This design comes from an exercise in tuning for small area on the open sky130 flow, not from production work. The RTL was checked by simulation tests, not by an equivalence proof against the original design. Power figures rest on the tool's default switching activity, not on a simulated workload.

==> inputs of cedar <==
==> flow/design.v <==
`timescale 1ns/10ps
`default_nettype none
module gpio_out_group (
    input  logic                       sys_clk,
    input  logic                       rst_n,
    input  logic                       wr_direct,
    input  logic                       wr_set,
    input  logic                       wr_clr,
    input  logic [32-1:0]  wdata,
    output logic [32-1:0]  gpio_out
);
    logic [32-1:0] state;
    logic ld, keep;
    assign ld   = rst_n & (wr_direct | wr_set);
    assign keep = rst_n & ~wr_direct;
    always_ff @(posedge sys_clk) begin
        state <= (wdata & {32{ld}})
               | (state & {32{keep}} & ~(wdata & {32{wr_clr}}));
    end
    assign gpio_out = state;
endmodule
`default_nettype wire
`timescale 1ns/10ps
`default_nettype none
module gpio_in_group (
    input  logic                       sys_clk,
    input  logic                       rst_n,
    input  logic                       wr_mode,
    input  logic [32-1:0]  wdata,
    input  logic [32-1:0]  gpio_in,
    output logic [32-1:0]  mode,
    output logic [32-1:0]  sampled
);
    logic [32-1:0] sync_q1;
    logic [32-1:0] sync_q2;
    logic rst_d1, rst_d2;
    logic clr;
    always_ff @(posedge sys_clk) begin
        sync_q1 <= gpio_in;
        sync_q2 <= sync_q1;
    end
    always_ff @(posedge sys_clk) begin
        rst_d1 <= ~rst_n;
        rst_d2 <= rst_d1;
    end
    assign clr = ~rst_n | rst_d1 | rst_d2;
    logic [32-1:0] mode_n;
    logic ld, keep;
    assign ld   = wr_mode & rst_n;
    assign keep = ~wr_mode & rst_n;
    always_ff @(posedge sys_clk) begin
        mode_n <= (~wdata & {32{ld}}) | (mode_n & {32{keep}});
    end
    assign mode = ~mode_n;
    always_ff @(posedge sys_clk) begin
        sampled <= ((sampled & ~mode) | (sync_q2 & mode)) & {32{~clr}};
    end
endmodule
`default_nettype wire
`timescale 1ns/10ps
`default_nettype none
module step_pulse_gen (
    input  logic                        sys_clk,
    input  logic                        rst_n,
    input  logic                        wr_ctrl,
    input  logic                        wr_hp,
    input  logic                        wr_sc,
    input  logic                        wr_status,
    input  logic [16-1:0]   wdata,
    input  logic                        motor_estop,
    output logic [16-1:0] half_period,
    output logic [16-1:0]   step_count,
    output logic [2:0]                  status,
    output logic                        motor_enable,
    output logic                        motor_dir,
    output logic                        motor_pulse,
    output logic                        motor_irq
);
    logic                        ctrl_en;
    logic                        ctrl_dir;
    logic                        busy;
    logic                        done;
    logic                        estop_latched;
    logic [16-1:0] phase_cnt;
    logic [16-1:0]   steps_left;
    logic phase_end, last_step, low_end, start, abort, finish;
    logic ld_ctrl, ld_hp, ld_sc, keep_ctrl, keep_hp, keep_sc;
    assign ld_ctrl   = wr_ctrl & rst_n;
    assign ld_hp     = wr_hp & rst_n;
    assign ld_sc     = wr_sc & rst_n;
    assign keep_ctrl = ~wr_ctrl & rst_n;
    assign keep_hp   = ~wr_hp & rst_n;
    assign keep_sc   = ~wr_sc & rst_n;
    always_ff @(posedge sys_clk) begin
        ctrl_en     <= (wdata[0] & ld_ctrl) | (ctrl_en & keep_ctrl);
        ctrl_dir    <= (wdata[1] & ld_ctrl) | (ctrl_dir & keep_ctrl);
        half_period <= (wdata & {16{ld_hp}})
                     | (half_period & {16{keep_hp}});
        step_count  <= (wdata & {16{ld_sc}})
                     | (step_count & {16{keep_sc}});
    end
    assign phase_end = ~|phase_cnt[16-1:1];
    assign last_step = (steps_left == 16'(1));
    assign low_end   = busy & ~motor_pulse & phase_end;
    assign start     = wr_sc & ctrl_en & ~busy & (|wdata);
    assign abort     = busy & (motor_estop | (wr_ctrl & ~wdata[0]));
    assign finish    = low_end & last_step;
    always_ff @(posedge sys_clk) begin
        if (!busy || phase_end) begin
            phase_cnt <= half_period;
        end else begin
            phase_cnt <= phase_cnt - 16'(1);
        end
    end
    always_ff @(posedge sys_clk) begin
        steps_left <= busy ? steps_left - 16'(low_end) : wdata;
    end
    always_ff @(posedge sys_clk) begin
        if (!rst_n) begin
            busy        <= 1'b0;
            motor_pulse <= 1'b0;
        end else if (abort) begin
            busy        <= 1'b0;
            motor_pulse <= 1'b0;
        end else if (!busy) begin
            busy        <= start;
            motor_pulse <= start;
        end else if (phase_end) begin
            busy        <= ~(~motor_pulse & last_step);
            motor_pulse <= ~motor_pulse & ~last_step;
        end
    end
    always_ff @(posedge sys_clk) begin
        if (!rst_n) begin
            done <= 1'b0;
        end else if (!abort && finish) begin
            done <= 1'b1;
        end else if (wr_status || start) begin
            done <= 1'b0;
        end
    end
    always_ff @(posedge sys_clk) begin
        if (!rst_n) begin
            estop_latched <= 1'b0;
        end else if (busy && motor_estop) begin
            estop_latched <= 1'b1;
        end else if (wr_status) begin
            estop_latched <= 1'b0;
        end
    end
    assign status       = {estop_latched, done, busy};
    assign motor_enable = ctrl_en;
    assign motor_dir    = ctrl_dir;
    assign motor_irq    = done;
endmodule
`default_nettype wire
`timescale 1ns/10ps
`default_nettype none
module motion_ctrl_top (
    input  logic                           sys_clk,
    input  logic                           rst_n,
    input  logic                           bus_wr,
    input  logic                           bus_rd,
    input  logic [16-1:0]      bus_addr,
    input  logic [32-1:0]      bus_wdata,
    output logic [32-1:0]      bus_rdata,
    output logic                           rd_valid,
    input  logic [32-1:0]      gpio_in,
    output logic [32-1:0]      gpio_out,
    input  logic [2-1:0] motor_estop,
    output logic [2-1:0] motor_enable,
    output logic [2-1:0] motor_dir,
    output logic [2-1:0] motor_pulse,
    output logic [2-1:0] motor_irq
);
    localparam int NM = 2;
    logic [7:0] blk;
    logic [3:0] idx;
    logic       hit_go, hit_gi;
    logic [NM-1:0] hit_m;
    logic       idx0, idx1, idx2, idx3;
    assign blk    = bus_addr[15:8];
    assign idx    = bus_addr[3:0];
    assign hit_go = (blk == 8'h00);
    assign hit_gi = (blk == 8'h01);
    for (genvar m = 0; m < NM; m++) begin : g_hit
        assign hit_m[m] = (blk == 8'(8'h10 + m));
    end
    assign idx0 = (idx == 4'd0);
    assign idx1 = (idx == 4'd1);
    assign idx2 = (idx == 4'd2);
    assign idx3 = (idx == 4'd3);
    gpio_out_group u_gpio_out (
        .sys_clk   (sys_clk),
        .rst_n     (rst_n),
        .wr_direct (bus_wr & hit_go & idx0),
        .wr_set    (bus_wr & hit_go & idx1),
        .wr_clr    (bus_wr & hit_go & idx2),
        .wdata     (bus_wdata[32-1:0]),
        .gpio_out  (gpio_out)
    );
    logic [32-1:0] gi_mode, gi_sampled;
    gpio_in_group u_gpio_in (
        .sys_clk (sys_clk),
        .rst_n   (rst_n),
        .wr_mode (bus_wr & hit_gi & idx0),
        .wdata   (bus_wdata[32-1:0]),
        .gpio_in (gpio_in),
        .mode    (gi_mode),
        .sampled (gi_sampled)
    );
    logic [NM-1:0][16-1:0] m_hp;
    logic [NM-1:0][16-1:0]   m_sc;
    logic [NM-1:0][2:0]                  m_status;
    for (genvar m = 0; m < NM; m++) begin : g_motor
        step_pulse_gen u_motor (
            .sys_clk      (sys_clk),
            .rst_n        (rst_n),
            .wr_ctrl      (bus_wr & hit_m[m] & idx0),
            .wr_hp        (bus_wr & hit_m[m] & idx1),
            .wr_sc        (bus_wr & hit_m[m] & idx2),
            .wr_status    (bus_wr & hit_m[m] & idx3),
            .wdata        (bus_wdata[16-1:0]),
            .motor_estop  (motor_estop[m]),
            .half_period  (m_hp[m]),
            .step_count   (m_sc[m]),
            .status       (m_status[m]),
            .motor_enable (motor_enable[m]),
            .motor_dir    (motor_dir[m]),
            .motor_pulse  (motor_pulse[m]),
            .motor_irq    (motor_irq[m])
        );
    end
    logic [32-1:0] rd_next;
    logic rd_go, rd_mode, rd_smp;
    logic [NM-1:0] rd_ctrl, rd_hp, rd_sc, rd_st;
    assign rd_go   = bus_rd & hit_go & (idx0 | idx1 | idx2);
    assign rd_mode = bus_rd & hit_gi & idx0;
    assign rd_smp  = bus_rd & hit_gi & idx1;
    for (genvar m = 0; m < NM; m++) begin : g_rsel
        assign rd_ctrl[m] = bus_rd & hit_m[m] & idx0;
        assign rd_hp[m]   = bus_rd & hit_m[m] & idx1;
        assign rd_sc[m]   = bus_rd & hit_m[m] & idx2;
        assign rd_st[m]   = bus_rd & hit_m[m] & idx3;
    end
    always_comb begin
        rd_next = (bus_rdata & {32{~bus_rd}})       
                | 32'(gpio_out & {32{rd_go}})
                | 32'(gi_mode & {32{rd_mode}})
                | 32'(gi_sampled & {32{rd_smp}});
        for (int m = 0; m < NM; m++) begin
            rd_next = rd_next
                    | 32'({motor_dir[m], motor_enable[m]} & {2{rd_ctrl[m]}})
                    | 32'(m_hp[m] & {16{rd_hp[m]}})
                    | 32'(m_sc[m] & {16{rd_sc[m]}})
                    | 32'(m_status[m] & {3{rd_st[m]}});
        end
    end
    always_ff @(posedge sys_clk) begin
        bus_rdata <= rd_next;
    end
    always_ff @(posedge sys_clk) begin
        if (!rst_n) begin
            rd_valid <= 1'b0;
        end else begin
            rd_valid <= bus_rd;
        end
    end
endmodule
`default_nettype wire
==> flow/flow/run.sh <==
#!/bin/bash
# The standard layout (standard.sh) with these changes:
#  - synthesis: the same script as synth_recipe.tcl, but the logic mapping
#    (ABC) is tried with several area-oriented scripts and the smallest
#    mapping is kept (flip-flop mapping, flattening and names unchanged);
#  - the smallest buffer (buf_1) on the ports;
#  - a clock tree of small clusters driven by clkbuf_8, without dummy loads.
# All output goes to standard_flow.log here; ORFS keeps each step's log
# under orfs/logs/.
set -euo pipefail
here=$(pwd)
scripts=""
for s in T2 U4 W1 W4 W6 W8; do
  scripts="$scripts${scripts:+:}$here/flow/abc_$s.script"
done
export MY_ABC_SCRIPTS="$scripts"
export BUFFER_PORTS_ARGS="-buffer_cell sky130_fd_sc_hd__buf_1"
export CTS_ARGS="-sink_clustering_enable -repair_clock_nets -dont_use_dummy_load -sink_clustering_size 16 -sink_clustering_max_diameter 60 -buf_list sky130_fd_sc_hd__clkbuf_8"
bash standard.sh SYNTH_SCRIPT="$here/flow/synth.tcl" finish > standard_flow.log 2>&1
==> flow/flow/abc_T2.script <==
strash
&get -n
&st
&syn2
&dch -f
&nf -R 1000 -F 8 -A 8 -C 32 -p
&put
==> flow/flow/abc_U4.script <==
strash
&get -n
&st
&dc2
&dch -f
&nf -R 1000 -F 8 -A 8 -C 32 -p
&put
==> flow/flow/abc_W1.script <==
strash
&get -n
&st
&dc2
&dc2
&dch -f
&nf -R 1000 -F 8 -A 8 -C 32 -p
&put
==> flow/flow/abc_W4.script <==
strash
&get -n
&st
&dc2
&dch
&nf -R 1000 -F 8 -A 8 -C 32 -p
&put
==> flow/flow/abc_W6.script <==
strash
&get -n
&st
&dc2
&dch -f
&nf -R 1000 -F 8 -A 8 -C 32 -p
&st
&dc2
&dch -f
&nf -R 1000 -F 8 -A 8 -C 32 -p
&put
==> flow/flow/abc_W8.script <==
strash
&get -n
&st
&dc2 -l
&dch -f
&nf -R 1000 -F 8 -A 8 -C 32 -p
&put
==> flow/flow/synth.tcl <==
# synth_recipe.tcl, but the logic mapping (ABC) is run with each of several
# area-oriented scripts and the smallest result is kept. Flip-flop mapping,
# flattening and renaming are as in the standard synthesis.
proc synth {args} { yosys synth -nofsm -noshare {*}$args }
proc abc {args} {
  set i [lsearch -exact $args -script]
  yosys design -save my_pre_abc
  set best_area 1e30
  set best_script ""
  set best_save ""
  set n 0
  foreach s [split $::env(MY_ABC_SCRIPTS) ":"] {
    incr n
    yosys design -load my_pre_abc
    yosys abc {*}[lreplace $args $i [expr {$i + 1}] -script $s]
    set st [tee -q -s result.string stat {*}$::lib_args]
    if {![regexp {Chip area for module '[^']*': ([0-9.]+)} $st -> area]} {
      error "no area for ABC script $s"
    }
    puts "ABC script $s: area $area"
    if {$area < $best_area} {
      set best_area $area
      set best_script $s
      set best_save my_abc_$n
      yosys design -save $best_save
    }
  }
  puts "ABC script kept: $best_script (area $best_area)"
  yosys design -load $best_save
}
source $::env(SCRIPTS_DIR)/synth.tcl
# left out here: clear keep_hierarchy, flatten, clean up, hide names made inside functions, write 1_2_yosys.v
==> flow/standard.sh <==
#!/bin/bash
# synth_recipe.tcl (not shown) runs the flow's synth.tcl, then flattens the netlist and writes it again
# the make line also repeats each setting of config.mk as NAME=value (left out here)
make -C /OpenROAD-flow-scripts/flow DESIGN_CONFIG=/design/flow/config.mk WORK_HOME=/design/flow/orfs CLKGATE_MAP_FILE= SYNTH_SCRIPT=/design/flow/synth_recipe.tcl "${@:-finish}"
==> flow/config.mk <==
export PLATFORM = sky130hd
export DESIGN_NAME = motion_ctrl_top
export DESIGN_NICKNAME = motion_ctrl_top
export VERILOG_FILES = /design/flow/design.v
export SDC_FILE = /design/flow/constraint.sdc
export NUM_CORES = 4
export LEC_CHECK = 0
export CAP_MARGIN = 20
export CORE_MARGIN = 2
export CORE_UTILIZATION = 70
export PLACE_DENSITY = 0.85
export SLEW_MARGIN = 20
==> flow/constraint.sdc <==
create_clock -name core_clock -period 5.0 [get_ports {sys_clk}]
set_input_delay 1.0000 -clock core_clock [delete_from_list [all_inputs] [get_ports {sys_clk}]]
set_output_delay 1.0000 -clock core_clock [all_outputs]
set_load 0.01 [all_outputs]
==> sierra: changes against cedar <==
==> flow/design.v, changed modules only <==
module gpio_in_group (
    input  logic                       sys_clk,
    input  logic                       rst_n,
    input  logic                       wr_mode,
    input  logic [32-1:0]  wdata,
    input  logic [32-1:0]  gpio_in,
    output logic [32-1:0]  mode,
    output logic [32-1:0]  sampled
);
    logic [32-1:0] sync_q1;
    logic [32-1:0] sync_q2;
    logic rst_d1, rst_d2;
    logic clr;
    always_ff @(posedge sys_clk) begin
        sync_q1 <= gpio_in;
        sync_q2 <= sync_q1;
    end
    always_ff @(posedge sys_clk) begin
        rst_d1 <= ~rst_n;
        rst_d2 <= rst_d1;
    end
    assign clr = ~rst_n | rst_d1 | rst_d2;
    logic [32-1:0] mode_n;
    always_ff @(posedge sys_clk) begin
        if (wr_mode || !rst_n) begin
            mode_n <= ~wdata & {32{rst_n}};
        end
    end
    assign mode = ~mode_n;
    always_ff @(posedge sys_clk) begin
        sampled <= ((sampled & ~mode) | (sync_q2 & mode)) & {32{~clr}};
    end
endmodule
module step_pulse_gen (
    input  logic                        sys_clk,
    input  logic                        rst_n,
    input  logic                        wr_ctrl,
    input  logic                        wr_hp,
    input  logic                        wr_sc,
    input  logic                        wr_status,
    input  logic [16-1:0]   wdata,       
    input  logic [16-1:0]   wdata_r,     
    input  logic                        motor_estop,
    output logic [16-1:0] half_period,
    output logic [16-1:0]   step_count,
    output logic [2:0]                  status,
    output logic                        motor_enable,
    output logic                        motor_dir,
    output logic                        motor_pulse,
    output logic                        motor_irq
);
    logic                        ctrl_en;
    logic                        ctrl_dir;
    logic                        busy;
    logic                        done;
    logic                        estop_latched;
    logic [16-1:0] phase_cnt;
    logic [16-1:0]   steps_left;
    logic phase_end, last_step, low_end, start, abort, finish;
    always_ff @(posedge sys_clk) begin
        if (wr_ctrl || !rst_n) begin
            ctrl_en  <= wdata_r[0];
            ctrl_dir <= wdata_r[1];
        end
    end
    always_ff @(posedge sys_clk) begin
        if (wr_hp || !rst_n) begin
            half_period <= wdata_r;
        end
    end
    always_ff @(posedge sys_clk) begin
        if (wr_sc || !rst_n) begin
            step_count <= wdata_r;
        end
    end
    assign phase_end = ~|phase_cnt[16-1:1];
    assign last_step = (steps_left == 16'(1));
    assign low_end   = busy & ~motor_pulse & phase_end;
    assign start     = wr_sc & ctrl_en & ~busy & (|wdata);
    assign abort     = busy & (motor_estop | (wr_ctrl & ~wdata[0]));
    assign finish    = low_end & last_step;
    always_ff @(posedge sys_clk) begin
        if (!busy || phase_end) begin
            phase_cnt <= half_period;
        end else begin
            phase_cnt <= phase_cnt - 16'(1);
        end
    end
    always_ff @(posedge sys_clk) begin
        steps_left <= busy ? steps_left - 16'(low_end) : wdata;
    end
    always_ff @(posedge sys_clk) begin
        if (!rst_n) begin
            busy        <= 1'b0;
            motor_pulse <= 1'b0;
        end else if (abort) begin
            busy        <= 1'b0;
            motor_pulse <= 1'b0;
        end else if (!busy) begin
            busy        <= start;
            motor_pulse <= start;
        end else if (phase_end) begin
            busy        <= ~(~motor_pulse & last_step);
            motor_pulse <= ~motor_pulse & ~last_step;
        end
    end
    always_ff @(posedge sys_clk) begin
        if (!rst_n) begin
            done <= 1'b0;
        end else if (!abort && finish) begin
            done <= 1'b1;
        end else if (wr_status || start) begin
            done <= 1'b0;
        end
    end
    always_ff @(posedge sys_clk) begin
        if (!rst_n) begin
            estop_latched <= 1'b0;
        end else if (busy && motor_estop) begin
            estop_latched <= 1'b1;
        end else if (wr_status) begin
            estop_latched <= 1'b0;
        end
    end
    assign status       = {estop_latched, done, busy};
    assign motor_enable = ctrl_en;
    assign motor_dir    = ctrl_dir;
    assign motor_irq    = done;
endmodule
module motion_ctrl_top (
    input  logic                           sys_clk,
    input  logic                           rst_n,
    input  logic                           bus_wr,
    input  logic                           bus_rd,
    input  logic [16-1:0]      bus_addr,
    input  logic [32-1:0]      bus_wdata,
    output logic [32-1:0]      bus_rdata,
    output logic                           rd_valid,
    input  logic [32-1:0]      gpio_in,
    output logic [32-1:0]      gpio_out,
    input  logic [2-1:0] motor_estop,
    output logic [2-1:0] motor_enable,
    output logic [2-1:0] motor_dir,
    output logic [2-1:0] motor_pulse,
    output logic [2-1:0] motor_irq
);
    localparam int NM = 2;
    logic [7:0] blk;
    logic [3:0] idx;
    logic       hit_go, hit_gi;
    logic [NM-1:0] hit_m;
    logic       idx0, idx1, idx2, idx3;
    assign blk    = bus_addr[15:8];
    assign idx    = bus_addr[3:0];
    assign hit_go = (blk == 8'h00);
    assign hit_gi = (blk == 8'h01);
    for (genvar m = 0; m < NM; m++) begin : g_hit
        assign hit_m[m] = (blk == 8'(8'h10 + m));
    end
    assign idx0 = (idx == 4'd0);
    assign idx1 = (idx == 4'd1);
    assign idx2 = (idx == 4'd2);
    assign idx3 = (idx == 4'd3);
    logic [16-1:0] wdata_r;
    assign wdata_r = bus_wdata[16-1:0] & {16{rst_n}};
    gpio_out_group u_gpio_out (
        .sys_clk   (sys_clk),
        .rst_n     (rst_n),
        .wr_direct (bus_wr & hit_go & idx0),
        .wr_set    (bus_wr & hit_go & idx1),
        .wr_clr    (bus_wr & hit_go & idx2),
        .wdata     (bus_wdata[32-1:0]),
        .gpio_out  (gpio_out)
    );
    logic [32-1:0] gi_mode, gi_sampled;
    gpio_in_group u_gpio_in (
        .sys_clk (sys_clk),
        .rst_n   (rst_n),
        .wr_mode (bus_wr & hit_gi & idx0),
        .wdata   (bus_wdata[32-1:0]),
        .gpio_in (gpio_in),
        .mode    (gi_mode),
        .sampled (gi_sampled)
    );
    logic [NM-1:0][16-1:0] m_hp;
    logic [NM-1:0][16-1:0]   m_sc;
    logic [NM-1:0][2:0]                  m_status;
    for (genvar m = 0; m < NM; m++) begin : g_motor
        step_pulse_gen u_motor (
            .sys_clk      (sys_clk),
            .rst_n        (rst_n),
            .wr_ctrl      (bus_wr & hit_m[m] & idx0),
            .wr_hp        (bus_wr & hit_m[m] & idx1),
            .wr_sc        (bus_wr & hit_m[m] & idx2),
            .wr_status    (bus_wr & hit_m[m] & idx3),
            .wdata        (bus_wdata[16-1:0]),
            .wdata_r      (wdata_r),
            .motor_estop  (motor_estop[m]),
            .half_period  (m_hp[m]),
            .step_count   (m_sc[m]),
            .status       (m_status[m]),
            .motor_enable (motor_enable[m]),
            .motor_dir    (motor_dir[m]),
            .motor_pulse  (motor_pulse[m]),
            .motor_irq    (motor_irq[m])
        );
    end
    logic [32-1:0] rd_sel;
    always_comb begin
        rd_sel = 32'(gpio_out & {32{hit_go & (idx0 | idx1 | idx2)}})
               | 32'(gi_mode & {32{hit_gi & idx0}})
               | 32'(gi_sampled & {32{hit_gi & idx1}});
        for (int m = 0; m < NM; m++) begin
            rd_sel = rd_sel
                   | 32'({motor_dir[m], motor_enable[m]} & {2{hit_m[m] & idx0}})
                   | 32'(m_hp[m] & {16{hit_m[m] & idx1}})
                   | 32'(m_sc[m] & {16{hit_m[m] & idx2}})
                   | 32'(m_status[m] & {3{hit_m[m] & idx3}});
        end
    end
    always_ff @(posedge sys_clk) begin
        if (bus_rd) begin
            bus_rdata <= rd_sel;     
        end
    end
    always_ff @(posedge sys_clk) begin
        if (!rst_n) begin
            rd_valid <= 1'b0;
        end else begin
            rd_valid <= bus_rd;
        end
    end
endmodule
==> flow/flow/run.sh (replaced) <==
#!/bin/bash
# The standard layout (standard.sh) with an area-oriented ABC script in
# synthesis, the smallest buffer on the ports and a clock tree of a few
# large clusters without dummy loads.
set -euo pipefail
here=$(pwd)
export MY_ABC_SCRIPT="$here/flow/abc_area.script"
export BUFFER_PORTS_ARGS="-buffer_cell sky130_fd_sc_hd__buf_1"
export CTS_ARGS="-sink_clustering_enable -repair_clock_nets -dont_use_dummy_load -sink_clustering_size 16 -sink_clustering_max_diameter 60 -buf_list sky130_fd_sc_hd__clkbuf_8"
bash standard.sh SYNTH_SCRIPT="$here/flow/synth.tcl" finish > standard_flow.log 2>&1
==> flow/flow/abc_area.script (new file) <==
strash
&get -n
&st
&syn2
&dch -f
&nf -R 1000 -F 8 -A 8 -C 32 -p
&put
==> flow/flow/synth.tcl (replaced) <==
# synth_recipe.tcl with an area-oriented ABC script for the logic mapping;
# flip-flop mapping, flattening and renaming as in the standard synthesis.
proc synth {args} { yosys synth -nofsm -noshare {*}$args }
proc abc {args} {
  set i [lsearch -exact $args -script]
  if {$i >= 0} {
    set args [lreplace $args $i [expr {$i + 1}] -script $::env(MY_ABC_SCRIPT)]
  }
  yosys abc {*}$args
}
source $::env(SCRIPTS_DIR)/synth.tcl
# left out here: clear keep_hierarchy, flatten, clean up, hide names made inside functions, write 1_2_yosys.v
Settings changed: CORE_UTILIZATION 70 to 40, PLACE_DENSITY 0.85 to unset.
removed: flow/flow/abc_T2.script
removed: flow/flow/abc_U4.script
removed: flow/flow/abc_W1.script
removed: flow/flow/abc_W4.script
removed: flow/flow/abc_W6.script
removed: flow/flow/abc_W8.script
==> qor summary <==
| quantity | cedar | sierra |
|---|---|---|
| Clock-cell share | 2.57% | 2.84% |
| M1 GR Usage | 47.2% | 26.6% |
| Met3 wirelength from detailed routing | 3220 um | 2130 um |
| Post-Synth Adder-Cell Area | 0.655% | 0.626% |
| Cell count after placement | 1507 | 1564 |
| Grt met2 use | 56.0% | 33.5% |
| Register area share after synthesis | 58.5% | 66.9% |
| Worst reg-to-reg path cell count | 13 | 12 |
| Synth Area per Inst | 10.3 um2 | 11.9 um2 |
| Logic power comb | 0.153 mW | 0.238 mW |
| Met1 Wirelength | 12400 um | 13700 um |
| Status | complete, no violations | complete, no violations |
| Routed wirelength normalized by instance count | 20.2 um | 19.9 um |

afterwards: timing with drivers on the ports:
The results above use ideal ports. As a check the final layouts listed here were re-extracted and re-timed, cells and wires unchanged. Step 1 assumes that a clkbuf_16 drives the clock port and a buf_2 every other input. Step 2 times the ports against the registers' clock, not the clock port: input delays grow and output delays shrink by t, the midpoint of the rising clock arrivals with the driver on. a / b / c = no drivers / after step 1 / after step 2; a / b = the first two.
run | t (ns) | slack for setup (ns) | latest minus earliest clock arrival (ns) | cell pins on the clock port's net
cedar | 0.596 | 1.366 / 1.366 / 1.366 | 0.050 / 0.050 | 1
sierra | 0.621 | 1.981 / 1.981 / 1.553 | 0.038 / 0.038 | 1
After both steps every run listed still meets setup and hold. The setup slack of sierra, which loses most, moves by 0.000 ns with the drivers and by -0.428 ns with both steps.
